Background: an optimization exercise with open tools, aiming at small area, a short achievable clock period and few clock cycles per item. Do not read the settings as production practice.
The RTL was checked by simulation tests, not by an equivalence proof against the original design.

==> flow/design.v <==
package dls_pkg;
    localparam int DLS_LEVEL_FRAC_BITS = 30;
    localparam int COEF_W    = 17;
    localparam int COEF_FRAC = 16;
    localparam int STEP_W    = 13;
    localparam int CFG_IDX_W = 2;
    localparam int CFG_DATA_W = 17;
    localparam logic [CFG_IDX_W-1:0] REG_MODE     = 2'd0;
    localparam logic [CFG_IDX_W-1:0] REG_DECAY    = 2'd1;
    localparam logic [CFG_IDX_W-1:0] REG_STEP     = 2'd2;
    localparam logic [CFG_IDX_W-1:0] REG_BLOCKING = 2'd3;
    localparam logic [1:0] MODE_LINEAR  = 2'd0;
    localparam logic [1:0] MODE_HALF_SQ = 2'd1;
    localparam logic [1:0] MODE_SQ      = 2'd2;
    localparam logic [COEF_W-1:0] DECAY_MIN   = 17'd655;
    localparam logic [COEF_W-1:0] DECAY_MAX   = 17'd65536;
    localparam logic [COEF_W-1:0] DECAY_RESET = 17'd39322;
    localparam logic [STEP_W-1:0] STEP_MIN    = 13'd66;
    localparam logic [STEP_W-1:0] STEP_MAX    = 13'd6554;
    localparam logic [STEP_W-1:0] STEP_RESET  = 13'd6554;
    typedef struct packed {
        logic [1:0]        mode;
        logic [COEF_W-1:0] decay;
        logic [STEP_W-1:0] step_time;
        logic              blocking;
    } dls_cfg_t;
endpackage
module dls_cfg
(
    input  logic                  clk,
    input  logic                  rst_n,
    input  logic                  cfg_valid,
    output logic                  cfg_ready,
    input  logic [dls_pkg::CFG_IDX_W-1:0]  cfg_index,
    input  logic [dls_pkg::CFG_DATA_W-1:0] cfg_data,
    output logic [dls_pkg::COEF_W+dls_pkg::STEP_W+2:0] cfg
);
    dls_pkg::dls_cfg_t cfg_reg;
    dls_pkg::dls_cfg_t cfg_next;
    logic [dls_pkg::COEF_W-1:0] decay_in;
    logic [dls_pkg::STEP_W-1:0] step_in;
    assign cfg_ready = 1'b1;
    always_comb
    begin
        decay_in = cfg_data[dls_pkg::COEF_W-1:0];
        step_in  = cfg_data[dls_pkg::STEP_W-1:0];
        cfg_next = cfg_reg;
        if (cfg_valid)
        begin
            unique case (cfg_index)
                dls_pkg::REG_MODE:
                begin
                    if (cfg_data[1:0] == dls_pkg::MODE_HALF_SQ || cfg_data[1:0] == dls_pkg::MODE_SQ)
                    begin
                        cfg_next.mode = cfg_data[1:0];
                    end
                    else
                    begin
                        cfg_next.mode = dls_pkg::MODE_LINEAR;
                    end
                end
                dls_pkg::REG_DECAY:
                begin
                    if (decay_in < dls_pkg::DECAY_MIN)
                    begin
                        cfg_next.decay = dls_pkg::DECAY_MIN;
                    end
                    else if (decay_in > dls_pkg::DECAY_MAX)
                    begin
                        cfg_next.decay = dls_pkg::DECAY_MAX;
                    end
                    else
                    begin
                        cfg_next.decay = decay_in;
                    end
                end
                dls_pkg::REG_STEP:
                begin
                    if (step_in < dls_pkg::STEP_MIN)
                    begin
                        cfg_next.step_time = dls_pkg::STEP_MIN;
                    end
                    else if (step_in > dls_pkg::STEP_MAX)
                    begin
                        cfg_next.step_time = dls_pkg::STEP_MAX;
                    end
                    else
                    begin
                        cfg_next.step_time = step_in;
                    end
                end
                dls_pkg::REG_BLOCKING:
                begin
                    cfg_next.blocking = cfg_data[0];
                end
                default:
                begin
                    cfg_next = cfg_reg;
                end
            endcase
        end
    end
    always_ff @(posedge clk or negedge rst_n)
    begin
        if (!rst_n)
        begin
            cfg_reg.mode      <= dls_pkg::MODE_LINEAR;
            cfg_reg.decay     <= dls_pkg::DECAY_RESET;
            cfg_reg.step_time <= dls_pkg::STEP_RESET;
            cfg_reg.blocking  <= 1'b0;
        end
        else
        begin
            cfg_reg <= cfg_next;
        end
    end
    assign cfg = cfg_reg;
endmodule
module dls_mul
#(
    parameter int OP_W = 32
)
(
    input  logic [OP_W-1:0]        a,
    input  logic [16:0]            b,
    input  logic [16:0]            c,
    input  logic [OP_W-1:0]        h,
    output logic [OP_W:0]          result
);
    localparam int ROWS  = 9;
    localparam int PP_W  = OP_W + 2;
    localparam int SUM_W = OP_W + 17;
    localparam logic [SUM_W-1:0] SIGN_FIX = SUM_W'(0) - (SUM_W'((4**ROWS - 1) / 3) << (PP_W - 1));
    logic [18:0]      bx;
    logic [SUM_W-1:0] rows [ROWS];
    logic [SUM_W-1:0] negs;
    logic [SUM_W-1:0] sum;
    logic [PP_W-1:0]  a_x;
    assign bx  = {1'b0, b, 1'b0};
    assign a_x = {{2{a[OP_W-1]}}, a};
    always_comb
    begin
        negs = '0;
        for (int i = 0; i < ROWS; i++)
        begin
            logic [2:0]      t;
            logic            one;
            logic            two;
            logic            neg;
            logic [PP_W-1:0] mag;
            logic [PP_W-1:0] pp;
            t   = bx[2*i +: 3];
            one = t[0] ^ t[1];
            two = (t == 3'b011) || (t == 3'b100);
            neg = t[2] & ~(t[1] & t[0]);
            mag = (one ? a_x : '0) | (two ? (a_x << 1) : '0);
            pp  = neg ? ~mag : mag;
            rows[i] = SUM_W'({~pp[PP_W-1], pp[PP_W-2:0]}) << (2*i);
            negs[2*i] = neg;
        end
    end
    always_comb
    begin
        sum = SIGN_FIX + SUM_W'(c) + (SUM_W'(h) << 16) + negs;
        for (int i = 0; i < ROWS; i++)
        begin
            sum = sum + rows[i];
        end
    end
    assign result = sum[SUM_W-1:16];
endmodule
module damped_level_smoother
#(
    parameter int LEVEL_FRAC_BITS = dls_pkg::DLS_LEVEL_FRAC_BITS
)
(
    input  logic                  clk,
    input  logic                  rst_n,
    input  logic                  in_valid,
    output logic                  in_stall,
    input  logic                  func,
    input  logic [7:0]            data_value,
    output logic                  out_valid,
    input  logic                  out_stall,
    output logic [7:0]            level_byte,
    output logic [16:0]           level_q16,
    output logic                  busy_res,
    input  logic                  cfg_valid,
    output logic                  cfg_ready,
    input  logic [dls_pkg::CFG_IDX_W-1:0]  cfg_index,
    input  logic [dls_pkg::CFG_DATA_W-1:0] cfg_data
);
    localparam int LVL_W = LEVEL_FRAC_BITS + 1;
    localparam int SW    = LVL_W + 1;
    localparam int SNAP  = LEVEL_FRAC_BITS - 12;
    localparam logic [2:0] S_IDLE = 3'd0;
    localparam logic [2:0] S_FIX  = 3'd1;   
    localparam logic [2:0] S_M1   = 3'd2;   
    localparam logic [2:0] S_M2   = 3'd3;   
    localparam logic [2:0] S_M3   = 3'd4;   
    localparam logic [2:0] S_WB   = 3'd5;   
    dls_pkg::dls_cfg_t cfg;
    logic [2:0]       state_reg, state_next;
    logic [LVL_W-1:0] level_reg, level_next;
    logic [7:0]       last_target_reg;
    logic             up_reg;
    logic             to_target_reg;
    logic             busy_reg, busy_next;
    logic [SW-1:0]    d_reg, d_next;
    logic [16:0]      coef_reg;
    logic             out_valid_reg, out_valid_next;
    logic             out_free;
    logic             give;
    logic             in_take;
    logic             blocked;
    logic [LVL_W-1:0] target_in;
    logic [LVL_W-1:0] target;
    logic [LVL_W-1:0] level_new;
    logic [SW-1:0]    w;
    logic             near;
    logic             mul_state;
    logic             halve;
    logic             last_mul;
    logic [16:0]      rnd;
    logic [SW-1:0]    add_l;
    logic [SW:0]      mul_r;
    logic             to_target;
    logic [SW-1:0]    w_target;
    logic [SW-1:0]    w_other;
    logic             snap;
    function automatic logic [LVL_W-1:0] byte_level(input logic [7:0] b);
        logic [LVL_W-1:0] t;
        t = '0;
        for (int i = 0; i < LEVEL_FRAC_BITS; i++)
        begin
            t[i] = b[7 - ((LEVEL_FRAC_BITS - 1 - i) % 8)];
        end
        if (b == 8'hFF)
        begin
            t = LVL_W'(1) << LEVEL_FRAC_BITS;
        end
        byte_level = t;
    endfunction
    dls_cfg u_cfg
    (
        .clk       (clk),
        .rst_n     (rst_n),
        .cfg_valid (cfg_valid),
        .cfg_ready (cfg_ready),
        .cfg_index (cfg_index),
        .cfg_data  (cfg_data),
        .cfg       (cfg)
    );
    assign target_in = byte_level(data_value);
    assign target    = byte_level(last_target_reg);
    function automatic logic is_small(input logic [SW-1:0] x);
        is_small = (x[SW-1:SNAP] == '0) || ((&x[SW-1:SNAP]) && (|x[SNAP-1:0]));
    endfunction
    assign snap = is_small({1'b0, target} - d_reg);
    always_comb
    begin
        level_new = level_reg;
        if (state_reg == S_WB)
        begin
            level_new = snap ? target : d_reg[LVL_W-1:0];
        end
        else if (state_reg == S_FIX && to_target_reg)
        begin
            level_new = target;
        end
    end
    assign mul_state = (state_reg == S_M1) || (state_reg == S_M2) || (state_reg == S_M3);
    assign out_free  = !out_valid_reg || !out_stall;
    assign give      = out_free && ((state_reg == S_FIX) || (state_reg == S_WB));
    assign in_stall  = mul_state || !out_free;
    assign in_take   = in_valid && !in_stall;
    assign blocked   = cfg.blocking && (data_value == last_target_reg);
    assign to_target = (state_reg == S_WB) ? snap : ((state_reg == S_FIX) && to_target_reg);
    assign w_target  = {1'b0, target_in} - {1'b0, target};
    assign w_other   = {1'b0, target_in} - ((state_reg == S_WB) ? d_reg : {1'b0, level_reg});
    assign w         = to_target ? w_target : w_other;
    assign near      = to_target ? is_small(w_target) : is_small(w_other);
    assign halve    = (state_reg == S_M1) && (cfg.mode == dls_pkg::MODE_HALF_SQ);
    assign last_mul = (state_reg == S_M3) ||
                      (state_reg == S_M2 && cfg.mode == dls_pkg::MODE_LINEAR);
    assign rnd      = up_reg ? 17'd0 : {halve, 16'hFFFF};
    assign add_l    = last_mul ? {1'b0, level_reg} : '0;
    dls_mul #(
        .OP_W (SW)
    ) u_mul
    (
        .a      (d_reg),
        .b      (coef_reg),
        .c      (rnd),
        .h      (add_l),
        .result (mul_r)
    );
    always_comb
    begin
        state_next = state_reg;
        level_next = level_reg;
        busy_next  = busy_reg;
        d_next     = d_reg;
        unique case (state_reg)
            S_M1:
            begin
                d_next     = halve ? mul_r[SW:1] : mul_r[SW-1:0];
                state_next = S_M2;
            end
            S_M2:
            begin
                d_next     = mul_r[SW-1:0];
                state_next = last_mul ? S_WB : S_M3;
            end
            S_M3:
            begin
                d_next     = mul_r[SW-1:0];
                state_next = S_WB;
            end
            default:
            begin
                if (give)
                begin
                    level_next = level_new;
                    busy_next  = (state_reg == S_WB) && !snap;
                    state_next = S_IDLE;
                end
            end
        endcase
        if (in_take)
        begin
            d_next     = w;
            state_next = (func || blocked || near) ? S_FIX : S_M1;
        end
    end
    always_comb
    begin
        out_valid_next = (out_valid_reg && out_stall) || give;
    end
    always_ff @(posedge clk or negedge rst_n)
    begin
        if (!rst_n)
        begin
            state_reg       <= S_IDLE;
            level_reg       <= '0;
            last_target_reg <= '0;
            busy_reg        <= 1'b0;
            out_valid_reg   <= 1'b0;
        end
        else
        begin
            state_reg     <= state_next;
            level_reg     <= level_next;
            busy_reg      <= busy_next;
            out_valid_reg <= out_valid_next;
            if (in_take)
            begin
                last_target_reg <= data_value;
            end
        end
    end
    always_ff @(posedge clk)
    begin
        d_reg <= d_next;
        coef_reg <= (state_next == S_M2) ? 17'(cfg.step_time) : cfg.decay;
        if (in_take)
        begin
            up_reg        <= !w[SW-1];
            to_target_reg <= func || (!blocked && near);
        end
    end
    logic [8:0] lvl_top;
    assign lvl_top    = level_reg[LVL_W-1:LEVEL_FRAC_BITS-8];
    assign level_byte = 8'(lvl_top - 9'({level_reg[LEVEL_FRAC_BITS-9:0], 8'h00} < 38'(level_reg)));
    assign level_q16  = level_reg[LEVEL_FRAC_BITS:LEVEL_FRAC_BITS-16];
    assign busy_res   = busy_reg;
    assign out_valid  = out_valid_reg;
endmodule
==> flow/run.sh <==
#!/bin/bash
# synth_recipe.tcl (not shown) runs the flow's synth.tcl, then flattens the netlist and writes it again
# the make line also repeats each setting of config.mk as NAME=value (left out here)
make -C /OpenROAD-flow-scripts/flow DESIGN_CONFIG=/design/flow/config.mk WORK_HOME=/design/flow/orfs CLKGATE_MAP_FILE= SYNTH_SCRIPT=/design/flow/synth_recipe.tcl finish
==> flow/config.mk <==
export PLATFORM = sky130hd
export DESIGN_NAME = damped_level_smoother
export DESIGN_NICKNAME = damped_level_smoother
export VERILOG_FILES = /design/flow/design.v
export SDC_FILE = /design/flow/constraint.sdc
export NUM_CORES = 4
export LEC_CHECK = 0
export ABC_CLOCK_PERIOD_IN_PS = 6000
export CAP_MARGIN = 20
export CORE_MARGIN = 2
export CORE_UTILIZATION = 40
export SETUP_SLACK_MARGIN = 2.0
export SLEW_MARGIN = 20
==> flow/constraint.sdc <==
create_clock -name core_clock -period 9.0 [get_ports {clk}]
set_input_delay 1.8000 -clock core_clock [delete_from_list [all_inputs] [get_ports {clk}]]
set_output_delay 1.8000 -clock core_clock [all_outputs]
set_load 0.01 [all_outputs]
==> results.toml, run 1 <==
[timing]
whs_ns = 0.454
slew_headroom = 0.362
rsz0062_at_grt = "true"
hold_violations = 0
worst_pin_slew_ns = 0.951
clock_skew_ns = 0.0250
min_period_ns = 6.93
fin_crit_sh = 0.770
fin_ws_ns = 2.07
fmax_mhz = 144
report.final.slew_viol_count = 0
setup_violations = 0
final.setup.tns_ns = 0

[clock_tree]
clk_pin_slew_ns = 0.07
cts_buffer_depth = 2
clk_latency_ns = 0.46
cts_max_level = 4
hold_buffers = 0
cts_root_buffer = "clkbuf_16"
numCtsBuffers = 17
cts.sinks = 128
cts_tree = "built"

[finish]
finish.utilization = 0.460
fin_cells = 4127
drive_gt1_frac = 0.125
syn2layout_area_growth_pct = 13.3
fin_area_um2 = 31100
fillerInstances = 6563
largest_reg_flops = 33
final_nets = 3773

[setup_path]
rr_worst_depth = 30
worstSetupStartpointType = "register"
crit_top_cell = "fa_1"
worst_path_max_delay_cell = "fa_1"
path_max_fanout = 7
critical_path_required_ns = 9.17
end_kind = "register"
critPathArrivalTime_ns = 7.10
critical_path_class = "reg2reg"
critical_path.max_stage_delay_ns = 0.56

[floorplan]
rows = 95
initial_utilization = 0.406
die_w_um = 266
dieArea_um2 = 70600
ios = 62
coreArea_um2 = 67500
die-height_um = 266

[yosys]
synth_area_um2 = 27400
synth_top_area_share = 0.194
postSynth.asyncResetShare = 0.602
ys_top_cells_by_area = "fa_1 19%, ha_1 11%, xnor2_1 8.0%, a22oi_1 6.2%, dfrtp_1 5.7%"
yosys.cell_types.count = 99
synth_area_per_cell_um2 = 8.45
ys_seq_area_frac = 0.121
syn-num-nets = 3776
synth-seq-cells = 128
synthFlopType = "dfrtp_1"
yosysWarnings = 4
synth_cells = 3243
synth_edf_count = 34
synth_top_cell_by_area = "fa_1"

[placed_design]
gp_congestion = 0.999
dp_hpwl_um = 77000
preCtsSetupSlack_ns = 1.18
port_buffers = 60
placed_cells = 4018
placed_area_um2 = 28800

[min_path]
hold_depth = 2
hp-class = "reg2reg"

[outcome]
status = "finished clean"

[routing]
num_vias = 25600
drc = 0
ant_nets = 0
wl_per_cell_um = 25.4
vias_per_cell = 6.20
dr.pass1.iters = 6
drt-total-wl_um = 105000
drtIter0Drc = 2753

[global_route]
grt-ovfl-total = 0
grt_pass1_wl_um = 156000
grt_max_degree = 50
grt_use_total = 0.289
antenna_found_initial = 1
grt_pass1_vias = 24900

[job]
maxCapViolations = 0
-- cell type report --
| cell class | count | area (um^2) | area share |
|---|---|---|---|
| multi-input cells | 2516 | 22600 | 0.729 |
| flip-flops and latches | 128 | 3330 | 0.107 |
| repair buffers | 219 | 2020 | 0.0651 |
| inverters | 358 | 1350 | 0.0434 |
| well taps | 873 | 1090 | 0.0352 |
| clock buffers | 20 | 479 | 0.0154 |
| clock inverters | 12 | 143 | 0.00459 |
| diodes | 1 | 2.50 | 0.0000806 |
-- worst max-delay path, delay by kind of cell, from the launching register on --
family | cells | cell delay (ns)
XOR/XNOR | 2 | 0.26
buffers and inverters | 8 | 0.84
AO/OA/AOI/OAI | 9 | 1.51
adder cells (fa/ha/maj) | 7 | 3.14
AND/OR/NAND/NOR | 3 | 0.23
flip-flops | 1 | 0.35
multiplexers | 1 | 0.30
-- repair_timing --
item / CTS / global route
cloned: 4 / 6
pin swaps: 7 / 74
setup endpoints to repair: 28 / 27
setup buffers: 22 / 44
endpoints found under the hold margin: 0 / 0
resized for setup: 66 / 122
-- per-layer routing --
metal / part of all wire / vias to the layer above / wire length, um / global-route usage
met2: 0.44 / 1292 / 46200 / 0.444
met5: 0.00012 / - / 13 / 0
met3: 0.089 / 256 / 9310 / 0.0586
met1: 0.42 / 12700 / 44000 / 0.387
met4: 0.052 / 2 / 5450 / 0.144
li1: - / 11400 / - / -
-- logic make-up after synthesis --
| group | after synthesis | synth area share |
|---|---|---|
| other cells | 1 | 0.000137 |
| flops | 128 | 0.121 |
| fa+ha+maj | 500 | 0.301 |
| xor+xnor | 358 | 0.114 |
| simple gates | 694 | 0.125 |
| compound gates | 882 | 0.224 |
| buf+inv | 609 | 0.0875 |
| mux | 71 | 0.0272 |
-- worst paths after layout --
path,from,to,slack [ns]
min reg2reg,u_cfg.cfg_reg[8],u_cfg.cfg_reg[8],0.45
min,u_cfg.cfg_reg[8],u_cfg.cfg_reg[8],0.45
max reg2reg,coef_reg[1],d_reg[26],2.07
max in group asynchronous,rst_n,level_reg[3],6.61
min in group asynchronous,rst_n,u_cfg.cfg_reg[14],1.29
max,coef_reg[1],d_reg[26],2.07
-- synth_stat cells, types with 8 or more instances --
library cell,count
inv_1,356
fa_1,265
xnor2_1,249
ha_1,235
a22oi_1,227
nand2_1,224
clkbuf_1,206
a21oi_1,160
nor2_1,147
o21ai_0,140
xor2_1,109
dfrtp_1,62
a21o_1,54
nand3_1,50
mux2i_1,43
nor3_1,40
nand4_1,38
a22o_1,37
edfxtp_1,34
a211oi_1,33
a221o_1,32
nor2b_1,29
mux2_2,27
and3_1,26
a31oi_1,22
nand2b_1,22
nor4_1,22
o21bai_1,21
o211ai_1,20
buf_4,19
dfxtp_1,17
and2_1,16
or3_1,16
dfstp_2,15
o21a_1,15
buf_1,14
a221oi_1,12
or2_2,11
o22ai_1,9
a311oi_1,8
and4_1,8
o221ai_1,8
or4_1,8
-- layout by cell type, fill, tap and decap left out, types with 17 or more instances in the layout --
cell,count
a211oi_1,26
a21o_1,54
a21oi_1,155
a221o_1,32
a22o_1,37
a22oi_1,210
a22oi_2,17
a31oi_1,21
and3_1,25
buf_4,135
clkbuf_16,19
clkdlybuf4s50_1,59
dfrtp_1,61
edfxtp_1,34
fa_1,262
ha_1,207
ha_4,17
inv_1,352
mux2_2,23
mux2i_1,43
nand2_1,221
nand2b_1,19
nand3_1,50
nand4_1,38
nor2_1,139
nor2b_1,26
nor3_1,38
nor4_1,18
o211ai_1,20
o21ai_0,129
o21bai_1,20
xnor2_1,242
xor2_1,108
Testbench counts, summed over its fixed seeds: cycles 49,107, items 19,200.
==> inputs of run 2 (changes only) <==
--- a/flow/config.mk
+++ b/flow/config.mk
@@ -6,8 +6,6 @@
 export NUM_CORES = 4
 export LEC_CHECK = 0
-export ABC_CLOCK_PERIOD_IN_PS = 6000
 export CAP_MARGIN = 20
 export CORE_MARGIN = 2
 export CORE_UTILIZATION = 40
-export SETUP_SLACK_MARGIN = 2.0
 export SLEW_MARGIN = 20
==> run 2 against run 1 <==
Against the previous run: synthesized cell count unchanged; sequential cell count is the same; setup slack got worse by 1.3 ns; global-route usage fell by 1.2 points; cell area shrank 5.7%; fmax down 15%; area after synthesis did not move; non-clock buffer count down 77.
==> results.toml, run 2 <==
[finish]
syn2layout_area_growth_pct = 6.87
seq_area_um2 = 3310
final_nets = 3686
fillerInstances = 6863
finish.utilization = 0.434
multiInputGateArea_um2 = 21700
num_antenna_cells = 0
drive_gt1_frac = 0.0632
fin_area_um2 = 29300
final_cell_mix = "356 x inv_1, 265 x fa_1, 249 x xnor2_1"
layout_commonest_cell = "inv_1"
largest_reg_flops = 33

[routing]
ant_nets = 0
drtIter0Drc = 2382
num_vias = 24700
wl_per_cell_um = 24.1
vias_per_cell = 6.11
dr.pass1.iters = 6
drt-total-wl_um = 97400
drc = 0

[timing]
final.setup.tns_ns = 0
fin_ws_ns = 0.810
whs_ns = 0.455
setup_violations = 0
fin_crit_sh = 0.910
hold_violations = 0
rsz0062_at_grt = "false"
report.final.slew_viol_count = 0
fmax_mhz = 122
clock_skew_ns = 0.0195
min_period_ns = 8.19
worst_pin_slew_ns = 1.32
slew_headroom = 0.116

[yosys]
synthTopCellsByCount = "356 x inv_1, 265 x fa_1, 249 x xnor2_1"
synth_top_area_share = 0.194
synth_area_um2 = 27400
synth_area_per_cell_um2 = 8.45
ys_top_cells_by_area = "fa_1 19%, ha_1 11%, xnor2_1 8.0%, a22oi_1 6.2%, dfrtp_1 5.7%"
synth_edf_count = 34
synthFlopType = "dfrtp_1"
synth_most_common_cell = "inv_1"
synth_cells = 3243
postSynth.asyncResetShare = 0.602
synth-seq-cells = 128
syn-num-nets = 3776
yosys.cell_types.count = 99
yosysWarnings = 4
ys_seq_area_frac = 0.121
synth_top_cell_by_area = "fa_1"

[outcome]
status = "finished clean"

[setup_path]
critical_path_class = "reg2reg"
critical_path.max_stage_delay_ns = 0.65
critical_path_required_ns = 9.16
crit_buf_inv = 5
worst_path_max_delay_cell = "ha_1"
crit_family = "adder cells"
crit_top_cell = "fa_1"
end_kind = "register"
critPathArrivalTime_ns = 8.35
path_max_fanout = 17
worstSetupStartpointType = "register"

[placed_design]
placed_area_um2 = 28700
preCtsSetupSlack_ns = 0.986
port_buffers = 60
dp_hpwl_um = 75100
gp_congestion = 1.01

[global_route]
grt_pass1_wl_um = 151000
grt_pass1_vias = 24600
grt_max_degree = 68
grt_use_total = 0.277
grt-ovfl-total = 0
antenna_found_initial = 1

[clock_tree]
cts.sinks = 128
cts_root_buffer = "clkbuf_16"
clk_pin_slew_ns = 0.07
cts_setup_buffers = 0
cts_buffer_depth = 2
clk_latency_ns = 0.45
hold_buffers = 0
cts_resized = 0
numCtsBuffers = 17
cts_tree = "built"
cts_max_level = 4

[floorplan]
die-height_um = 266
die_w_um = 266
ios = 62
coreArea_um2 = 67500
dieArea_um2 = 70600
rows = 95
initial_utilization = 0.406

[min_path]
hp-class = "reg2reg"

[job]
maxCapViolations = 0
[run 2: cell counts after synthesis]
No cell type changed its count.
[run 2: path summary, 6_finish.rpt]
kind	start	slack (ns)	depth (start not counted)	to
min in group asynchronous	rst_n	1.20	1	last_target_reg[1]
setup reg to reg	coef_reg[3]	0.81	26	d_reg[21]
hold / removal	u_cfg.cfg_reg[8]	0.45	2	u_cfg.cfg_reg[8]
setup / recovery	coef_reg[3]	0.81	26	d_reg[21]
max in group asynchronous	rst_n	6.61	2	level_reg[18]
hold reg to reg	u_cfg.cfg_reg[8]	0.45	2	u_cfg.cfg_reg[8]
[run 2: logic make-up after synthesis]
kind of cell    Yosys count  share of synthesized area
xor+xnor                358                      0.114
other cells               1                   0.000137
mux                      71                     0.0272
flops                   128                      0.121
fa+ha+maj               500                      0.301
buf+inv                 609                     0.0875
simple gates            694                      0.125
compound gates          882                      0.224
[run 2: routing by layer]
metal,vias up,track usage,share of wire
li1,11200,-,-
met1,12100,0.377,0.43
met2,1198,0.438,0.45
met3,218,0.0440,0.078
met4,2,0.113,0.044
met5,-,0,0.00014
[run 2: worst register-to-register path: stages (launching register included)]
cell,delay (ns)
dfxtp_1,0.40
inv_1,0.06
ha_1,0.65
buf_4,0.33
a22oi_1,0.13
xnor2_1,0.20
fa_1,0.54
inv_1,0.06
fa_1,0.53
fa_1,0.46
fa_1,0.55
inv_1,0.05
fa_1,0.53
inv_1,0.05
ha_1,0.47
o21a_1,0.17
nor2_1,0.05
or3_1,0.37
o22ai_1,0.51
a21oi_1,0.27
a211oi_1,0.55
and2_1,0.29
nor2_1,0.08
xor2_1,0.14
nor2_1,0.06
a211oi_1,0.34
a311oi_1,0.07
[run 2: final cells by class]
type | instances | area share
clock buffer | 18 | 0.0154
clock inverter | 14 | 0.00453
inverter | 358 | 0.0459
multi-input combinational | 2506 | 0.743
sequential | 128 | 0.113
tap | 873 | 0.0373
timing repair buffer | 142 | 0.0414
[run 2: metrics by stage]
step | cells
CTS | 4039
global placement | 4007
floorplan | 3243
global route | 4039
finish | 4039
detailed placement | 4007
==> inputs of run 3 (changes only) <==
--- a/flow/design.v
+++ b/flow/design.v
@@ -117,4 +117,25 @@
     assign cfg = cfg_reg;
 endmodule
+module dls_booth
+(
+    input  logic [16:0] b,
+    output logic [8:0]  one,
+    output logic [8:0]  two,
+    output logic [8:0]  neg
+);
+    logic [18:0] bx;
+    assign bx = {1'b0, b, 1'b0};
+    always_comb
+    begin
+        for (int i = 0; i < 9; i++)
+        begin
+            logic [2:0] t;
+            t      = bx[2*i +: 3];
+            one[i] = t[0] ^ t[1];
+            two[i] = (t == 3'b011) || (t == 3'b100);
+            neg[i] = t[2] & ~(t[1] & t[0]);
+        end
+    end
+endmodule
 module dls_mul
 #(
@@ -122,9 +143,11 @@
 )
 (
-    input  logic [OP_W-1:0]        a,
-    input  logic [16:0]            b,
-    input  logic [16:0]            c,
-    input  logic [OP_W-1:0]        h,
-    output logic [OP_W:0]          result
+    input  logic [OP_W-1:0] a,
+    input  logic [8:0]      one,
+    input  logic [8:0]      two,
+    input  logic [8:0]      neg,
+    input  logic [16:0]     c,
+    input  logic [OP_W-1:0] h,
+    output logic [OP_W:0]   result
 );
     localparam int ROWS  = 9;
@@ -132,10 +155,8 @@
     localparam int SUM_W = OP_W + 17;
     localparam logic [SUM_W-1:0] SIGN_FIX = SUM_W'(0) - (SUM_W'((4**ROWS - 1) / 3) << (PP_W - 1));
-    logic [18:0]      bx;
     logic [SUM_W-1:0] rows [ROWS];
     logic [SUM_W-1:0] negs;
     logic [SUM_W-1:0] sum;
     logic [PP_W-1:0]  a_x;
-    assign bx  = {1'b0, b, 1'b0};
     assign a_x = {{2{a[OP_W-1]}}, a};
     always_comb
@@ -144,18 +165,10 @@
         for (int i = 0; i < ROWS; i++)
         begin
-            logic [2:0]      t;
-            logic            one;
-            logic            two;
-            logic            neg;
             logic [PP_W-1:0] mag;
             logic [PP_W-1:0] pp;
-            t   = bx[2*i +: 3];
-            one = t[0] ^ t[1];
-            two = (t == 3'b011) || (t == 3'b100);
-            neg = t[2] & ~(t[1] & t[0]);
-            mag = (one ? a_x : '0) | (two ? (a_x << 1) : '0);
-            pp  = neg ? ~mag : mag;
+            mag = (one[i] ? a_x : '0) | (two[i] ? (a_x << 1) : '0);
+            pp  = neg[i] ? ~mag : mag;
             rows[i] = SUM_W'({~pp[PP_W-1], pp[PP_W-2:0]}) << (2*i);
-            negs[2*i] = neg;
+            negs[2*i] = neg[i];
         end
     end
@@ -208,5 +221,4 @@
     logic             busy_reg, busy_next;
     logic [SW-1:0]    d_reg, d_next;
-    logic [16:0]      coef_reg;
     logic             out_valid_reg, out_valid_next;
     logic             out_free;
@@ -226,6 +238,7 @@
     logic [SW:0]      mul_r;
     logic             to_target;
-    logic [SW-1:0]    w_target;
-    logic [SW-1:0]    w_other;
+    logic [16:0]      coef_next;
+    logic [8:0]       b_one, b_two, b_neg;
+    logic [8:0]       one_reg, two_reg, neg_reg;
     logic             snap;
     function automatic logic [LVL_W-1:0] byte_level(input logic [7:0] b);
@@ -260,25 +273,26 @@
     always_comb
     begin
+        to_target = ((state_reg == S_WB) && snap) ||
+                    ((state_reg == S_FIX) && to_target_reg) ||
+                    ((state_reg == S_M1) && near);
         level_new = level_reg;
-        if (state_reg == S_WB)
+        if (to_target)
         begin
-            level_new = snap ? target : d_reg[LVL_W-1:0];
+            level_new = target;
         end
-        else if (state_reg == S_FIX && to_target_reg)
+        else if (state_reg == S_WB)
         begin
-            level_new = target;
+            level_new = d_reg[LVL_W-1:0];
         end
     end
-    assign mul_state = (state_reg == S_M1) || (state_reg == S_M2) || (state_reg == S_M3);
+    assign near      = is_small(d_reg);
+    assign mul_state = (state_reg == S_M1 && !near) || (state_reg == S_M2) || (state_reg == S_M3);
     assign out_free  = !out_valid_reg || !out_stall;
-    assign give      = out_free && ((state_reg == S_FIX) || (state_reg == S_WB));
+    assign give      = out_free && ((state_reg == S_FIX) || (state_reg == S_WB) ||
+                                    (state_reg == S_M1 && near));
     assign in_stall  = mul_state || !out_free;
     assign in_take   = in_valid && !in_stall;
     assign blocked   = cfg.blocking && (data_value == last_target_reg);
-    assign to_target = (state_reg == S_WB) ? snap : ((state_reg == S_FIX) && to_target_reg);
-    assign w_target  = {1'b0, target_in} - {1'b0, target};
-    assign w_other   = {1'b0, target_in} - ((state_reg == S_WB) ? d_reg : {1'b0, level_reg});
-    assign w         = to_target ? w_target : w_other;
-    assign near      = to_target ? is_small(w_target) : is_small(w_other);
+    assign w = {1'b0, target_in} - {1'b0, level_new};
     assign halve    = (state_reg == S_M1) && (cfg.mode == dls_pkg::MODE_HALF_SQ);
     assign last_mul = (state_reg == S_M3) ||
@@ -286,4 +300,12 @@
     assign rnd      = up_reg ? 17'd0 : {halve, 16'hFFFF};
     assign add_l    = last_mul ? {1'b0, level_reg} : '0;
+    assign coef_next = (state_next == S_M2) ? 17'(cfg.step_time) : cfg.decay;
+    dls_booth u_booth
+    (
+        .b   (coef_next),
+        .one (b_one),
+        .two (b_two),
+        .neg (b_neg)
+    );
     dls_mul #(
         .OP_W (SW)
@@ -291,5 +313,7 @@
     (
         .a      (d_reg),
-        .b      (coef_reg),
+        .one    (one_reg),
+        .two    (two_reg),
+        .neg    (neg_reg),
         .c      (rnd),
         .h      (add_l),
@@ -305,6 +329,18 @@
             S_M1:
             begin
-                d_next     = halve ? mul_r[SW:1] : mul_r[SW-1:0];
-                state_next = S_M2;
+                if (near)
+                begin
+                    if (give)
+                    begin
+                        level_next = level_new;
+                        busy_next  = 1'b0;
+                        state_next = S_IDLE;
+                    end
+                end
+                else
+                begin
+                    d_next     = halve ? mul_r[SW:1] : mul_r[SW-1:0];
+                    state_next = S_M2;
+                end
             end
             S_M2:
@@ -331,5 +367,5 @@
         begin
             d_next     = w;
-            state_next = (func || blocked || near) ? S_FIX : S_M1;
+            state_next = (func || blocked) ? S_FIX : S_M1;
         end
     end
@@ -363,9 +399,11 @@
     begin
         d_reg <= d_next;
-        coef_reg <= (state_next == S_M2) ? 17'(cfg.step_time) : cfg.decay;
+        one_reg <= b_one;
+        two_reg <= b_two;
+        neg_reg <= b_neg;
         if (in_take)
         begin
             up_reg        <= !w[SW-1];
-            to_target_reg <= func || (!blocked && near);
+            to_target_reg <= func;
         end
     end
--- a/flow/config.mk
+++ b/flow/config.mk
@@ -6,6 +6,8 @@
 export NUM_CORES = 4
 export LEC_CHECK = 0
+export ABC_CLOCK_PERIOD_IN_PS = 5000
 export CAP_MARGIN = 20
 export CORE_MARGIN = 2
 export CORE_UTILIZATION = 40
+export SETUP_SLACK_MARGIN = 3.0
 export SLEW_MARGIN = 20
==> run 3 against run 2 <==
Against the previous run: via count grew 0.64%; cell area up 7.2%; register-to-register slack better by 1.6 ns; final cell count decreased by 0.84%; global-route usage is 2.3 points higher; critical endpoint is now d_reg[30]; largest cell class unchanged.
==> results.toml, run 3 <==
[outcome]
status = "finished clean"

[floorplan]
ios = 62
rows = 93
coreArea_um2 = 64200
die-height_um = 258
dieArea_um2 = 66800
die_w_um = 258
initial_utilization = 0.403

[routing]
drtIter0Drc = 2794
drt-total-wl_um = 102000
dr.pass1.iters = 6
wl_per_cell_um = 25.5
num_vias = 24800
ant_nets = 0
drc = 0
vias_per_cell = 6.20

[yosys]
synth_edf_count = 34
synth_most_common_cell = "inv_1"
yosys.cell_types.count = 87
postSynth.asyncResetShare = 0.562
ys_top_cells_by_area = "fa_1 20%, ha_1 11%, a22oi_1 8.0%, xnor2_1 6.3%, dfrtp_1 6.0%"
synth-seq-cells = 137
synthTopCellsByCount = "346 x inv_1, 277 x a22oi_1, 258 x fa_1"
synth_area_per_cell_um2 = 8.58
synth_top_cell_by_area = "fa_1"
yosysWarnings = 5
synth_area_um2 = 25900
synth_cells = 3018
syn-num-nets = 3537
synthFlopType = "dfrtp_1"
ys_seq_area_frac = 0.135
synth_top_area_share = 0.199

[global_route]
grt_pass1_wl_um = 153000
grt_pass1_vias = 25200
antenna_found_initial = 0
grt-ovfl-total = 0
grt_use_total = 0.300
grt_max_degree = 78

[clock_tree]
clk_pin_slew_ns = 0.07
cts_root_buffer = "clkbuf_16"
numCtsBuffers = 17
cts.sinks = 137
cts_buffer_depth = 2
cts_max_level = 4
clk_latency_ns = 0.47
cts_tree = "built"

[setup_path]
end_kind = "register"
crit_top_cell = "nand4_1"
path_max_fanout = 6
critPathArrivalTime_ns = 6.82
critical_path_class = "reg2reg"
critical_path_required_ns = 9.19
critPathCapture = "d_reg[30]"
worst_path_max_delay_cell = "or2_4"
critical_path.startpoint = "last_target_reg[7]"
rr_worst_depth = 30
worstSetupStartpointType = "register"
critical_path.max_stage_delay_ns = 0.37
r2r_slack_ns = 2.37
r2r_end = "d_reg[30]"
r2r-start = "last_target_reg[7]"

[finish]
drive_gt1_frac = 0.204
largest_reg_flops = 33
num_antenna_cells = 0
layout_commonest_cell = "inv_1"
fillerInstances = 6057
syn2layout_area_growth_pct = 21.2
final_cell_mix = "332 x inv_1, 263 x a22oi_1, 245 x fa_1"
seq_area_um2 = 3570
final_nets = 3656
multiInputGateArea_um2 = 21600

[timing]
worst_pin_slew_ns = 1.03
clock_skew_ns = 0.0188
report.final.slew_viol_count = 0
setup_violations = 0
final.setup.tns_ns = 0
min_period_ns = 6.63
slew_headroom = 0.309
rsz0062_at_grt = "true"
hold_violations = 0
fin_crit_sh = 0.737
fmax_mhz = 151

[placed_design]
port_buffers = 60
dp_hpwl_um = 70600
gp_congestion = 1.03

[min_path]
hp-class = "reg2reg"

[job]
maxCapViolations = 0
==> run 3: cell count changes after synthesis, moves of 23 or more <==
cell      delta
xnor2_1     -62
o21ai_0     -54
xor2_1      +52
a22oi_1     +50
a221o_1     -29
clkbuf_1    -29
nor4_1      +28
nand2_1     -23
==> run 3: worst min path at each step <==
stage                startpoint               end  cells past startpoint
2_1_floorplan  u_cfg.cfg_reg[5]  u_cfg.cfg_reg[5]                      2
3_3_place_gp   u_cfg.cfg_reg[5]  u_cfg.cfg_reg[5]                      2
3_5_place_dp   u_cfg.cfg_reg[4]  u_cfg.cfg_reg[4]                      2
4_1_cts        u_cfg.cfg_reg[4]  u_cfg.cfg_reg[4]                      2
5_1_grt        u_cfg.cfg_reg[8]  u_cfg.cfg_reg[8]                      2
6_report       u_cfg.cfg_reg[4]  u_cfg.cfg_reg[4]                      2
==> run 3: cell families after synthesis <==
| logic type | synth area share |
|---|---|
| and+or+nand+nor | 0.112 |
| DFF | 0.135 |
| AOI/OAI and AO/OA | 0.207 |
| other | 0.000145 |
| muxes | 0.0283 |
| buffers and inverters | 0.0907 |
| xor gates and xnor gates | 0.118 |
| adders and majority gates | 0.310 |
==> run 3: per-stage QoR <==
stage | hold WS, ns | util | worst slack [ns] | std cells | instance area [um^2]
global route | 0.468 | 0.489 | 2.13 | 4005 | 31400
floorplan | 0.433 | - | 2.96 | 3018 | 26500
detailed placement | 0.447 | 0.427 | 1.43 | 3762 | 27400
finish | 0.454 | 0.489 | 2.37 | 4005 | 31400
CTS | 0.457 | 0.472 | 2.53 | 3951 | 30300
global placement | 0.440 | 0.427 | 1.48 | 3762 | 27400
==> run 3: layer usage <==
layer | part of all wire | GRT usage | wire, um
met3 | 0.11 | 0.0659 | 10900
met1 | 0.40 | 0.397 | 40900
met4 | 0.056 | 0.143 | 5710
met5 | 0 | 0 | 0
met2 | 0.44 | 0.464 | 44800
==> run 3: critical path, delay by kind of cell, from the launching register on <==
family	cells	cell delay [ns]
AO/OA/AOI/OAI	14	2.87
XOR/XNOR	2	0.36
adder cells (fa/ha/maj)	3	0.80
buffers and inverters	3	0.28
flip-flops	1	0.36
multiplexers	1	0.25
AND/OR/NAND/NOR	7	1.43
==> run 3: layout make-up <==
type	instances	share of cell area
clock buffers	19	0.0145
clock inverters	13	0.00331
inverters	346	0.0423
multi-input cells	2290	0.689
flip-flops and latches	137	0.114
well taps	855	0.0341
repair buffers	345	0.103
==> run 3: repair_timing <==
action                                  CTS  global route
cloned                                    3             2
hold buffers                              0             0
pin swaps                               101           101
endpoints found under the setup margin   37            66
gates resized for setup                 256           109
setup buffers                           154            52
Testbench counts of run 3, summed over its fixed seeds: cycles 49,107, items 19,200.
==> inputs of run 4 (changes only) <==
--- a/flow/config.mk
+++ b/flow/config.mk
@@ -6,5 +6,4 @@
 export NUM_CORES = 4
 export LEC_CHECK = 0
-export ABC_CLOCK_PERIOD_IN_PS = 5000
 export CAP_MARGIN = 20
 export CORE_MARGIN = 2
==> run 4 against run 3 <==
Against the previous run: still clean on timing, DRC and antenna; critical endpoint unchanged; count of clock-buffer cells in the layout unchanged; sequential share of layout area unchanged; largest cell class unchanged; synthesized cell count unchanged; hold slack unchanged.
==> results.toml, run 4 <==
[outcome]
status = "finished clean"

[setup_path]
crit_top_cell = "nand4_1"
end_kind = "register"
r2r_end = "d_reg[30]"
r2r_slack_ns = 2.37
path_max_fanout = 6
r2r-start = "last_target_reg[7]"
worstSetupStartpointType = "register"
critical_path_required_ns = 9.19
rr_worst_depth = 30
critical_path.max_stage_delay_ns = 0.37
worst_path_max_delay_cell = "or2_4"
critical_path_class = "reg2reg"
critPathArrivalTime_ns = 6.82

[routing]
num_vias = 24800
drt-total-wl_um = 102000
wl_per_cell_um = 25.5
dr.pass1.iters = 6
ant_nets = 0
drtIter0Drc = 2794
vias_per_cell = 6.20
drc = 0

[clock_tree]
hold_buffers = 0
clk_latency_ns = 0.47
cts_max_level = 4
clk_pin_slew_ns = 0.07
cts_root_buffer = "clkbuf_16"
cts_tree = "built"
cts_buffer_depth = 2
numCtsBuffers = 17
cts.sinks = 137

[floorplan]
coreArea_um2 = 64200
ios = 62
initial_utilization = 0.403
die_w_um = 258
dieArea_um2 = 66800
rows = 93
die-height_um = 258

[yosys]
ys_top_cells_by_area = "fa_1 20%, ha_1 11%, a22oi_1 8.0%, xnor2_1 6.3%, dfrtp_1 6.0%"
yosysWarnings = 5
synthFlopType = "dfrtp_1"
synth_area_per_cell_um2 = 8.58
yosys.cell_types.count = 87
ys_seq_area_frac = 0.135
synth_area_um2 = 25900
synth_edf_count = 34
synthTopCellsByCount = "346 x inv_1, 277 x a22oi_1, 258 x fa_1"
synth-seq-cells = 137
synth_top_cell_by_area = "fa_1"
postSynth.asyncResetShare = 0.562
synth_cells = 3018
synth_most_common_cell = "inv_1"
synth_top_area_share = 0.199
syn-num-nets = 3537

[global_route]
grt_pass1_wl_um = 153000
grt-ovfl-total = 0
grt_max_degree = 78
grt_pass1_vias = 25200
grt_use_total = 0.300
antenna_found_initial = 0

[finish]
finish.utilization = 0.489
layout_commonest_cell = "inv_1"
syn2layout_area_growth_pct = 21.2
final_nets = 3656
final_cell_mix = "332 x inv_1, 263 x a22oi_1, 245 x fa_1"
largest_reg_flops = 33
multiInputGateArea_um2 = 21600
fin_area_um2 = 31400
drive_gt1_frac = 0.204
fin_cells = 4005
seq_area_um2 = 3570
fillerInstances = 6057
num_antenna_cells = 0

[timing]
setup_violations = 0
worst_pin_slew_ns = 1.03
final.setup.tns_ns = 0
fin_ws_ns = 2.37
min_period_ns = 6.63
slew_headroom = 0.309
rsz0062_at_grt = "true"
report.final.slew_viol_count = 0
hold_violations = 0
clock_skew_ns = 0.0188
fmax_mhz = 151
fin_crit_sh = 0.737
whs_ns = 0.454

[placed_design]
dp_hpwl_um = 70600
preCtsSetupSlack_ns = 1.43
placed_area_um2 = 27400
placed_cells = 3762
port_buffers = 60
gp_congestion = 1.03

[min_path]
hp-class = "reg2reg"
hold_depth = 2
min_from = "u_cfg.cfg_reg[4]"
hold_path_end = "u_cfg.cfg_reg[4]"

[job]
maxCapViolations = 0
-- run 4: cell counts after synthesis --
Identical to the previous run, type by type.
-- run 4: layer usage --
metal  GRT usage  part of all wire  vias to the layer above
li1            -                 -                    10700
met1       0.397              0.40                    12200
met2       0.464              0.44                     1573
met3      0.0659              0.11                      357
met4       0.143             0.056                        0
met5           0                 0                        -
-- run 4: worst max path at each step --
| stage | start | to | slack (ns) | depth (start not counted) |
|---|---|---|---|---|
| 6_report | last_target_reg[7] | d_reg[30] | 2.37 | 30 |
| 5_1_grt | last_target_reg[7] | d_reg[30] | 2.13 | 30 |
| 4_1_cts | state_reg[1] | d_reg[31] | 2.53 | 23 |
| 3_5_place_dp | two_reg[5] | d_reg[31] | 1.43 | 22 |
| 3_3_place_gp | two_reg[5] | d_reg[31] | 1.48 | 22 |
| 2_1_floorplan | d_reg[15] | d_reg[26] | 2.96 | 24 |
-- run 4: layout make-up --
type | instances | area share
clock buffer | 19 | 0.0145
multi-input combinational | 2290 | 0.689
clock inverter | 13 | 0.00331
tap | 855 | 0.0341
inverter | 346 | 0.0423
sequential | 137 | 0.114
timing repair buffer | 345 | 0.103
-- run 4: what timing repair did --
item | 4_1_cts | 5_1_grt
setup endpoints to repair | 37 | 66
buffers inserted | 154 | 52
pin swaps | 101 | 101
gates cloned | 3 | 2
resized for setup | 256 | 109
-- run 4: logic make-up after synthesis --
logic type                 after synthesis  synth area share
AOI/OAI and AO/OA                      776             0.207
and+or+nand+nor                        606             0.112
buffers and inverters                  594            0.0907
adders and majority gates              486             0.310
xor gates and xnor gates               348             0.118
DFF                                    137             0.135
muxes                                   70            0.0283
other                                    1          0.000145
-- run 4: worst max-delay path: cells and delay by family (launching register included) --
kind,cells,cell delay [ns]
adder cells (fa/ha/maj),3,0.80
multiplexers,1,0.25
AO/OA/AOI/OAI,14,2.87
buffers and inverters,3,0.28
XOR/XNOR,2,0.36
AND/OR/NAND/NOR,7,1.43
flip-flops,1,0.36
==> inputs of run 5 (changes only) <==
--- a/flow/config.mk
+++ b/flow/config.mk
@@ -6,4 +6,5 @@
 export NUM_CORES = 4
 export LEC_CHECK = 0
+export ABC_AREA = 1
 export CAP_MARGIN = 20
 export CORE_MARGIN = 2
==> run 5 against run 4 <==
Against the previous run: sequential cell count is the same; sequential share of layout area shrank 0.98 points; first-iteration DRC count grew 15%; register-to-register slack gained 0.54 ns; count of clock-buffer cells in the layout grew 1.
==> results.toml, run 5 <==
[clock_tree]
clk_pin_slew_ns = 0.06
numCtsBuffers = 17
cts_tree = "built"
cts_root_buffer = "clkbuf_16"
clk_latency_ns = 0.46
cts.sinks = 137
cts_max_level = 4
cts_buffer_depth = 2

[setup_path]
critical_path_required_ns = 9.19
r2r-start = "d_reg[16]"
critical_path_class = "reg2reg"
worstSetupStartpointType = "register"
critical_path.max_stage_delay_ns = 0.57
critical_path.startpoint = "d_reg[16]"
worst_path_max_delay_cell = "fa_1"
crit_top_cell = "fa_1"
end_kind = "register"
crit_chain = "clkinvlp_4 -> buf_4 -> o22ai_1 -> xor2_1 -> fa_1 -> fa_1 -> fa_1 -> fa_1 -> fa_1 -> inv_1 -> ha_4 -> a21oi_4 -> inv_2 -> a21oi_2 -> inv_1 -> a21oi_2 -> nor2_1 -> a211oi_1 -> o21ai_1 -> nand2_1 -> nand3_1 -> nand3_2 -> nand2_1"
rr_worst_depth = 23
critPathArrivalTime_ns = 6.29
path_max_fanout = 12

[yosys]
syn-num-nets = 4342
synth_area_per_cell_um2 = 7.12
synth_top_cell_by_area = "fa_1"
synth-seq-cells = 137
synth_top_area_share = 0.190
synthFlopType = "dfrtp_1"
synth_edf_count = 34
ys_top_cells_by_area = "fa_1 19%, nand2_1 11%, ha_1 10%, inv_1 9.4%, xor2_1 9.1%"
synth_cells = 3823
ys_seq_area_frac = 0.128
yosys.cell_types.count = 55
postSynth.asyncResetShare = 0.562
synth_area_um2 = 27200
yosysWarnings = 5
synthTopCellsByCount = "775 x nand2_1, 684 x inv_1, 284 x o22ai_1"
synth_most_common_cell = "nand2_1"

[routing]
drc = 0
drtIter0Drc = 3214
wl_per_cell_um = 23.1
num_vias = 28400
ant_nets = 0
drt-total-wl_um = 113000
vias_per_cell = 5.80
dr.pass1.iters = 6

[timing]
setup_violations = 0
clock_skew_ns = 0.0186
hold_violations = 0
fmax_mhz = 164
slew_headroom = 0.280
final.setup.tns_ns = 0
min_period_ns = 6.10
fin_crit_sh = 0.678
fin_ws_ns = 2.90
worst_pin_slew_ns = 1.08
rsz0062_at_grt = "true"
report.final.slew_viol_count = 0

[placed_design]
gp_congestion = 1.00
preCtsSetupSlack_ns = 1.60
port_buffers = 60
dp_hpwl_um = 82000

[finish]
drive_gt1_frac = 0.208
num_antenna_cells = 0
largest_reg_flops = 33
finish.utilization = 0.503
final_nets = 4519
layout_commonest_cell = "nand2_1"
syn2layout_area_growth_pct = 24.3
final_cell_mix = "716 x nand2_1, 607 x inv_1, 275 x xor2_1"

[global_route]
grt_pass1_wl_um = 165000
grt_pass1_vias = 27000
grt_use_total = 0.311
antenna_found_initial = 1
grt_max_degree = 68
grt-ovfl-total = 0

[min_path]
hold_depth = 2
hp-class = "reg2reg"
min_from = "u_cfg.cfg_reg[29]"

[floorplan]
ios = 62
die-height_um = 265
initial_utilization = 0.405
coreArea_um2 = 67300
die_w_um = 265
dieArea_um2 = 70200
rows = 95

[job]
maxCapViolations = 0

[outcome]
status = "finished clean"
-- run 5: path summary, 6_finish.rpt --
path	end	slack, ns
worst max-delay path	d_reg[27]	2.90
max in group asynchronous	level_reg[4]	6.73
worst min register to register	u_cfg.cfg_reg[29]	0.47
min in group asynchronous	out_valid_reg	1.31
worst min-delay path	u_cfg.cfg_reg[29]	0.47
worst max register to register	d_reg[27]	2.90
-- run 5: layout make-up --
cell class	count	area (um^2)
multi-input cells	2789	22600
repair buffers	344	3230
inverters	701	2780
clock buffers	20	447
fillers	6492	33400
well taps	873	1090
clock inverters	12	116
repair inverters	10	68.8
flip-flops and latches	137	3520
-- run 5: critical path: cells and delay by family (launching register included) --
| family | cells | cell delay, ns |
|---|---|---|
| adders and majority gates | 6 | 2.74 |
| AOI/OAI and AO/OA | 6 | 1.18 |
| buffers and inverters | 5 | 0.78 |
| DFF | 1 | 0.49 |
| and+or+nand+nor | 5 | 0.45 |
| xor gates and xnor gates | 1 | 0.20 |
-- run 5: cell families after synthesis --
family	Yosys count	share of synthesized area
compound gates	686	0.148
simple gates	1304	0.201
flops	137	0.128
buf+inv	898	0.127
fa+ha+maj	486	0.295
mux	6	0.00248
xor+xnor	305	0.0981
other cells	1	0.000138
-- run 5: routing by layer --
layer | routed length [um] | track usage | vias to the layer above
li1 | - | - | 12700
met1 | 45100 | 0.417 | 13500
met2 | 48700 | 0.475 | 1737
met3 | 12500 | 0.0682 | 364
met4 | 6450 | 0.153 | 0
met5 | 0 | 0 | -
-- run 5: timing repair --
item                       CTS  global route
resized for setup          279           401
pin swaps                   62           132
hold buffers                 0             0
setup endpoints to repair   33            33
cloned                      11             1
buffers inserted           134            74
-- run 5: metrics by stage --
step	cell area [um^2]	hold WS [ns]	cells
6_report	33800	0.466	4886
5_1_grt	33800	0.492	4886
4_1_cts	31600	0.469	4810
3_5_place_dp	28700	0.458	4633
3_3_place_gp	28700	0.456	4633
2_1_floorplan	27200	0.442	3823
==> inputs of run 6 (changes only) <==
--- a/flow/config.mk
+++ b/flow/config.mk
@@ -6,8 +6,8 @@
 export NUM_CORES = 4
 export LEC_CHECK = 0
-export ABC_AREA = 1
+export ABC_CLOCK_PERIOD_IN_PS = 4000
 export CAP_MARGIN = 20
 export CORE_MARGIN = 2
 export CORE_UTILIZATION = 40
-export SETUP_SLACK_MARGIN = 3.0
+export SETUP_SLACK_MARGIN = 4.0
 export SLEW_MARGIN = 20
==> run 6 against run 5 <==
Against the previous run: largest cell class unchanged; fmax fell by 10%; core utilization rose by 0.17 points; routed wire length shrank 5.8%; non-clock buffer count rose by 28; via count down 12%; register-to-register slack worse by 0.69 ns; synthesized cell count down 21%.
==> results.toml, run 6 <==
[global_route]
grt_pass1_wl_um = 159000
antenna_found_initial = 0
grt_pass1_vias = 25100
grt-ovfl-total = 0
grt_max_degree = 65
grt_use_total = 0.315

[placed_design]
dp_hpwl_um = 74700
gp_congestion = 0.999
preCtsSetupSlack_ns = 1.08
port_buffers = 60

[routing]
drc = 0
wl_per_cell_um = 26.3
num_vias = 24900
ant_nets = 0
drtIter0Drc = 3223
dr.pass1.iters = 7
drt-total-wl_um = 106000
vias_per_cell = 6.18

[yosys]
ys_top_cells_by_area = "fa_1 20%, ha_1 11%, a22oi_1 8.0%, xnor2_1 6.3%, dfrtp_1 6.0%"
synth_area_um2 = 25900
yosys.cell_types.count = 87
synth_edf_count = 34
postSynth.asyncResetShare = 0.562
synth-seq-cells = 137
synth_top_cell_by_area = "fa_1"
synthFlopType = "dfrtp_1"
synth_top_area_share = 0.199
synth_most_common_cell = "inv_1"
ys_seq_area_frac = 0.135
synthTopCellsByCount = "346 x inv_1, 277 x a22oi_1, 258 x fa_1"
yosysWarnings = 5
synth_area_per_cell_um2 = 8.58
syn-num-nets = 3537
synth_cells = 3018

[clock_tree]
cts_root_buffer = "clkbuf_16"
cts_max_level = 4
clk_latency_ns = 0.46
cts_tree = "built"
cts.sinks = 137
cts_buffer_depth = 2
numCtsBuffers = 17
clk_pin_slew_ns = 0.07

[floorplan]
ios = 62
dieArea_um2 = 66800
coreArea_um2 = 64200
die-height_um = 258
initial_utilization = 0.403
rows = 93
die_w_um = 258

[setup_path]
end_kind = "register"
critical_path.max_stage_delay_ns = 0.40
path_max_fanout = 6
critPathArrivalTime_ns = 6.95
worstSetupStartpointType = "register"
critical_path_required_ns = 9.17
worst_path_max_delay_cell = "dfrtp_2"
critical_path.startpoint = "last_target_reg[0]"
critical_path_class = "reg2reg"
r2r-start = "last_target_reg[0]"

[timing]
worst_pin_slew_ns = 0.989
slew_headroom = 0.332
hold_violations = 0
fin_ws_ns = 2.22
fin_crit_sh = 0.754
report.final.slew_viol_count = 0
clock_skew_ns = 0.0190
setup_violations = 0
final.setup.tns_ns = 0
rsz0062_at_grt = "true"
min_period_ns = 6.78
fmax_mhz = 147

[finish]
drive_gt1_frac = 0.244
syn2layout_area_growth_pct = 25.1
largest_reg_flops = 33
layout_commonest_cell = "inv_1"
final_cell_mix = "325 x inv_1, 254 x a22oi_1, 241 x fa_1"
num_antenna_cells = 0
final_nets = 3684

[min_path]
hp-class = "reg2reg"
min_from = "u_cfg.cfg_reg[9]"

[job]
maxCapViolations = 0

[outcome]
status = "finished clean"
run 6: changes by cell type after synthesis, moves of 63 or more:
cell     before  now
o22ai_1     284    6
nor2_1      209  146
xnor2_1      22  187
a22oi_1       2  277
nand2_1     775  201
inv_1       684  346
nand3_1     164   30
o21ai_0     154   86
xor2_1      283  161
run 6: cells by family after synthesis:
group,share of synthesized area
AOI/OAI and AO/OA,0.207
and+or+nand+nor,0.112
buffers and inverters,0.0907
adders and majority gates,0.310
xor gates and xnor gates,0.118
DFF,0.135
muxes,0.0283
other,0.000145
run 6: repair_timing:
item,CTS,global route
setup buffers,174,49
setup endpoints to repair,42,54
hold buffers,0,0
resized for setup,347,155
pin swaps,121,140
cloned,5,0
run 6: critical path: cells and delay by family, from the launching register on:
| kind | cells | cell delay, ns |
|---|---|---|
| compound gates | 13 | 2.65 |
| xor+xnor | 2 | 0.46 |
| fa+ha+maj | 3 | 0.85 |
| buf+inv | 3 | 0.42 |
| flops | 1 | 0.40 |
| mux | 1 | 0.32 |
| simple gates | 7 | 1.36 |
run 6: area by class of cell:
class                   count  area, um^2
well taps                 855        1070
clock inverters            14         161
multi-input cells        2291       22400
repair buffers            372        3450
fillers                  5877       31800
flip-flops and latches    137        3590
clock buffers              18         429
inverters                 346        1330
run 6: layer usage:
metal	share of wire	vias up	wire (um)	track usage
met2	0.43	1653	45400	0.467
met5	0	-	0	0
met1	0.39	12200	41500	0.424
met3	0.12	343	12600	0.0715
met4	0.063	0	6730	0.178
li1	-	10700	-	-
run 6: per-stage QoR:
stage,util,instance area (um^2),instances,hold WS [ns]
final,0.505,32400,4033,0.453
after detailed placement,0.431,27700,3773,0.444
after floorplan,-,26700,3018,0.433
after global routing,0.505,32400,4033,0.481
after global placement,0.430,27600,3769,0.442
after CTS,0.486,31200,3984,0.454
run 6: final timing paths:
check / end / slack [ns] / cells after the start
worst max-delay path: d_reg[30] / 2.22 / 29
worst min-delay path: u_cfg.cfg_reg[9] / 0.45 / 2
worst max register to register: d_reg[30] / 2.22 / 29
worst min register to register: u_cfg.cfg_reg[9] / 0.45 / 2
max in group asynchronous: level_reg[1] / 6.48 / 2
min in group asynchronous: u_cfg.cfg_reg[3] / 1.20 / 1
==> inputs of run 7 (changes only) <==
--- a/flow/config.mk
+++ b/flow/config.mk
@@ -6,8 +6,6 @@
 export NUM_CORES = 4
 export LEC_CHECK = 0
-export ABC_CLOCK_PERIOD_IN_PS = 4000
 export CAP_MARGIN = 20
 export CORE_MARGIN = 2
 export CORE_UTILIZATION = 40
-export SETUP_SLACK_MARGIN = 4.0
 export SLEW_MARGIN = 20
==> run 7 against run 6 <==
Against the previous run: cell area is 14% lower; clock skew shrank 0.0024 ns; count of clock-buffer cells in the layout decreased by 1; via count is 5.7% lower; setup slack worse by 1.4 ns; synthesized cell count stayed put; hold slack about the same; critical path type unchanged; critical endpoint is now d_reg[17]; largest cell class unchanged.
==> results.toml, run 7 <==
[setup_path]
cp.depth = 22
critPathArrivalTime_ns = 8.32
worstSetupStartpointType = "register"
crit_top_cell = "fa_1"
worst_path_max_delay_cell = "edfxtp_1"
crit_buf_inv = 3
critical_path_class = "reg2reg"
crit_chain = "a22oi_1 -> xor2_1 -> fa_1 -> inv_1 -> fa_1 -> fa_1 -> fa_1 -> inv_1 -> fa_1 -> inv_1 -> ha_1 -> and3_1 -> or3b_2 -> nand3_1 -> a221o_1 -> a41oi_1 -> a311oi_1 -> a221o_1 -> a21oi_1 -> xnor2_1 -> a211oi_1 -> a21oi_1"
end_kind = "register"
crit_family = "adder cells"
critical_path.max_stage_delay_ns = 1.00
path_max_fanout = 13
rr_worst_depth = 22
critical_path_required_ns = 9.17

[routing]
num_vias = 23500
dr.pass1.iters = 6
vias_per_cell = 6.19
ant_nets = 0
wl_per_cell_um = 25.5
drc = 0
drt-total-wl_um = 97000
drtIter0Drc = 2943

[timing]
final.setup.tns_ns = 0
fin_crit_sh = 0.906
rsz0062_at_grt = "false"
whs_ns = 0.453
setup_violations = 0
worst_pin_slew_ns = 1.15
min_period_ns = 8.15
hold_violations = 0
clock_skew_ns = 0.0167
fmax_mhz = 123
slew_headroom = 0.230
report.final.slew_viol_count = 0

[clock_tree]
cts_buffer_depth = 2
numCtsBuffers = 17
cts_root_buffer = "clkbuf_16"
cts.sinks = 137
cts_max_level = 4
clk_pin_slew_ns = 0.07
clk_latency_ns = 0.46
cts_setup_buffers = 0
cts_tree = "built"
cts_resized = 0
hold_buffers = 0

[min_path]
hold_depth = 2
hp-class = "reg2reg"

[yosys]
synthFlopType = "dfrtp_1"
synth_area_per_cell_um2 = 8.58
synth_edf_count = 34
synthTopCellsByCount = "346 x inv_1, 277 x a22oi_1, 258 x fa_1"
syn-num-nets = 3537
ys_top_cells_by_area = "fa_1 20%, ha_1 11%, a22oi_1 8.0%, xnor2_1 6.3%, dfrtp_1 6.0%"
synth_cells = 3018
synth_most_common_cell = "inv_1"
yosysWarnings = 5
postSynth.asyncResetShare = 0.562
synth_area_um2 = 25900
ys_seq_area_frac = 0.135
synth-seq-cells = 137
yosys.cell_types.count = 87
synth_top_cell_by_area = "fa_1"
synth_top_area_share = 0.199

[finish]
layout_commonest_cell = "inv_1"
final_cell_mix = "346 x inv_1, 277 x a22oi_1, 258 x fa_1"
syn2layout_area_growth_pct = 7.26
seq_area_um2 = 3500
largest_reg_flops = 33
finish.utilization = 0.433
fin_area_um2 = 27800
drive_gt1_frac = 0.0635
final_nets = 3449
fillerInstances = 6309
num_antenna_cells = 0
multiInputGateArea_um2 = 20100

[floorplan]
coreArea_um2 = 64200
die_w_um = 258
dieArea_um2 = 66800
die-height_um = 258
initial_utilization = 0.403
ios = 62
rows = 93

[placed_design]
gp_congestion = 0.989
dp_hpwl_um = 73900
port_buffers = 60
placed_area_um2 = 27200

[global_route]
grt_max_degree = 65
antenna_found_initial = 2
grt_use_total = 0.291
grt_pass1_wl_um = 148000
grt_pass1_vias = 23500
grt-ovfl-total = 0

[outcome]
status = "finished clean"

[job]
maxCapViolations = 0
[run 7: cell counts after synthesis]
No cell type changed its count.
[run 7: cells by family (layout without fill, tap and decap cells)]
family / Yosys count / count (layout) / share of synthesized area
adders and majority gates: 486 / 486 / 0.310
muxes: 70 / 70 / 0.0283
and+or+nand+nor: 606 / 606 / 0.112
other: 1 / 1 / 0.000145
AOI/OAI and AO/OA: 776 / 776 / 0.207
buffers and inverters: 594 / 519 / 0.0907
DFF: 137 / 137 / 0.135
xor gates and xnor gates: 348 / 348 / 0.118
[run 7: stage by stage]
stage / setup slack, ns / instances
after global placement: 1.05 / 3766
final: 0.846 / 3798
after floorplan: 2.32 / 3018
after global routing: 0.400 / 3798
after CTS: 1.02 / 3798
after detailed placement: 1.04 / 3766
[run 7: layout make-up]
type,instances,share of cell area
inverters,346,0.0468
clock inverters,15,0.00721
clock buffers,17,0.0153
flip-flops and latches,137,0.126
well taps,855,0.0385
repair buffers,141,0.0434
multi-input cells,2287,0.723
[run 7: worst min-delay path, cell delays in order (launching register included)]
cell     delay (ns)
dfstp_2        0.37
nand2_1        0.04
nand2_1        0.04
[run 7: metal layers]
layer	up-vias	GRT usage	routed length (um)
li1	10200	-	-
met1	11600	0.398	40300
met2	1421	0.435	41900
met3	262	0.0649	9880
met4	4	0.136	4810
met5	-	0	23
[run 7: worst paths after layout]
kind | from | end | slack [ns]
min in group asynchronous | rst_n | u_cfg.cfg_reg[1] | 1.24
setup reg to reg | d_reg[7] | d_reg[17] | 0.85
hold / removal | u_cfg.cfg_reg[9] | u_cfg.cfg_reg[9] | 0.45
max in group asynchronous | rst_n | last_target_reg[3] | 6.59
setup / recovery | d_reg[7] | d_reg[17] | 0.85
hold reg to reg | u_cfg.cfg_reg[9] | u_cfg.cfg_reg[9] | 0.45

port drivers added, routing unchanged:
Ports are ideal in the flow. The routed layouts listed here were re-timed in OpenROAD.
Step 1 (the two cells are an assumption about what drives the block):
set clk [get_ports {clk}]
set_driving_cell -lib_cell sky130_fd_sc_hd__clkbuf_16 $clk
set_driving_cell -lib_cell sky130_fd_sc_hd__buf_2 [delete_from_list [all_inputs] $clk]
Step 2, shift: input delay + t, output delay - t, t = (earliest + latest rising clock arrival at the registers) / 2. This alone moves slack from input paths to output paths.
a / b / c = ideal ports / drivers / drivers and shift; a / b = the first two.
| run | t, ns | setup slack, ns | worst register clock-pin slew, ns | worst data-port slew with drivers (ns) |
|---|---|---|---|---|
| run 1 | 0.508 | 2.068 / 2.068 / 1.768 | 0.08 / 0.08 | 0.03 |
| run 2 | 0.498 | 0.810 / 0.810 / 0.810 | 0.08 / 0.08 | 0.06 |
| run 3 | 0.516 | 2.366 / 2.366 / 2.366 | 0.08 / 0.08 | 0.05 |
| run 4 | 0.516 | 2.366 / 2.366 / 2.366 | 0.08 / 0.08 | 0.05 |
| run 5 | 0.508 | 2.902 / 2.902 / 2.902 | 0.08 / 0.08 | 0.04 |
| run 6 | 0.508 | 2.216 / 2.216 / 2.216 | 0.08 / 0.08 | 0.05 |
| run 7 | 0.506 | 0.846 / 0.846 / 0.846 | 0.08 / 0.08 | 0.05 |
After both steps setup and hold are still met in every run listed. The setup slack of run 1, which loses most, moves by 0.000 ns with the drivers and by -0.300 ns with both steps.
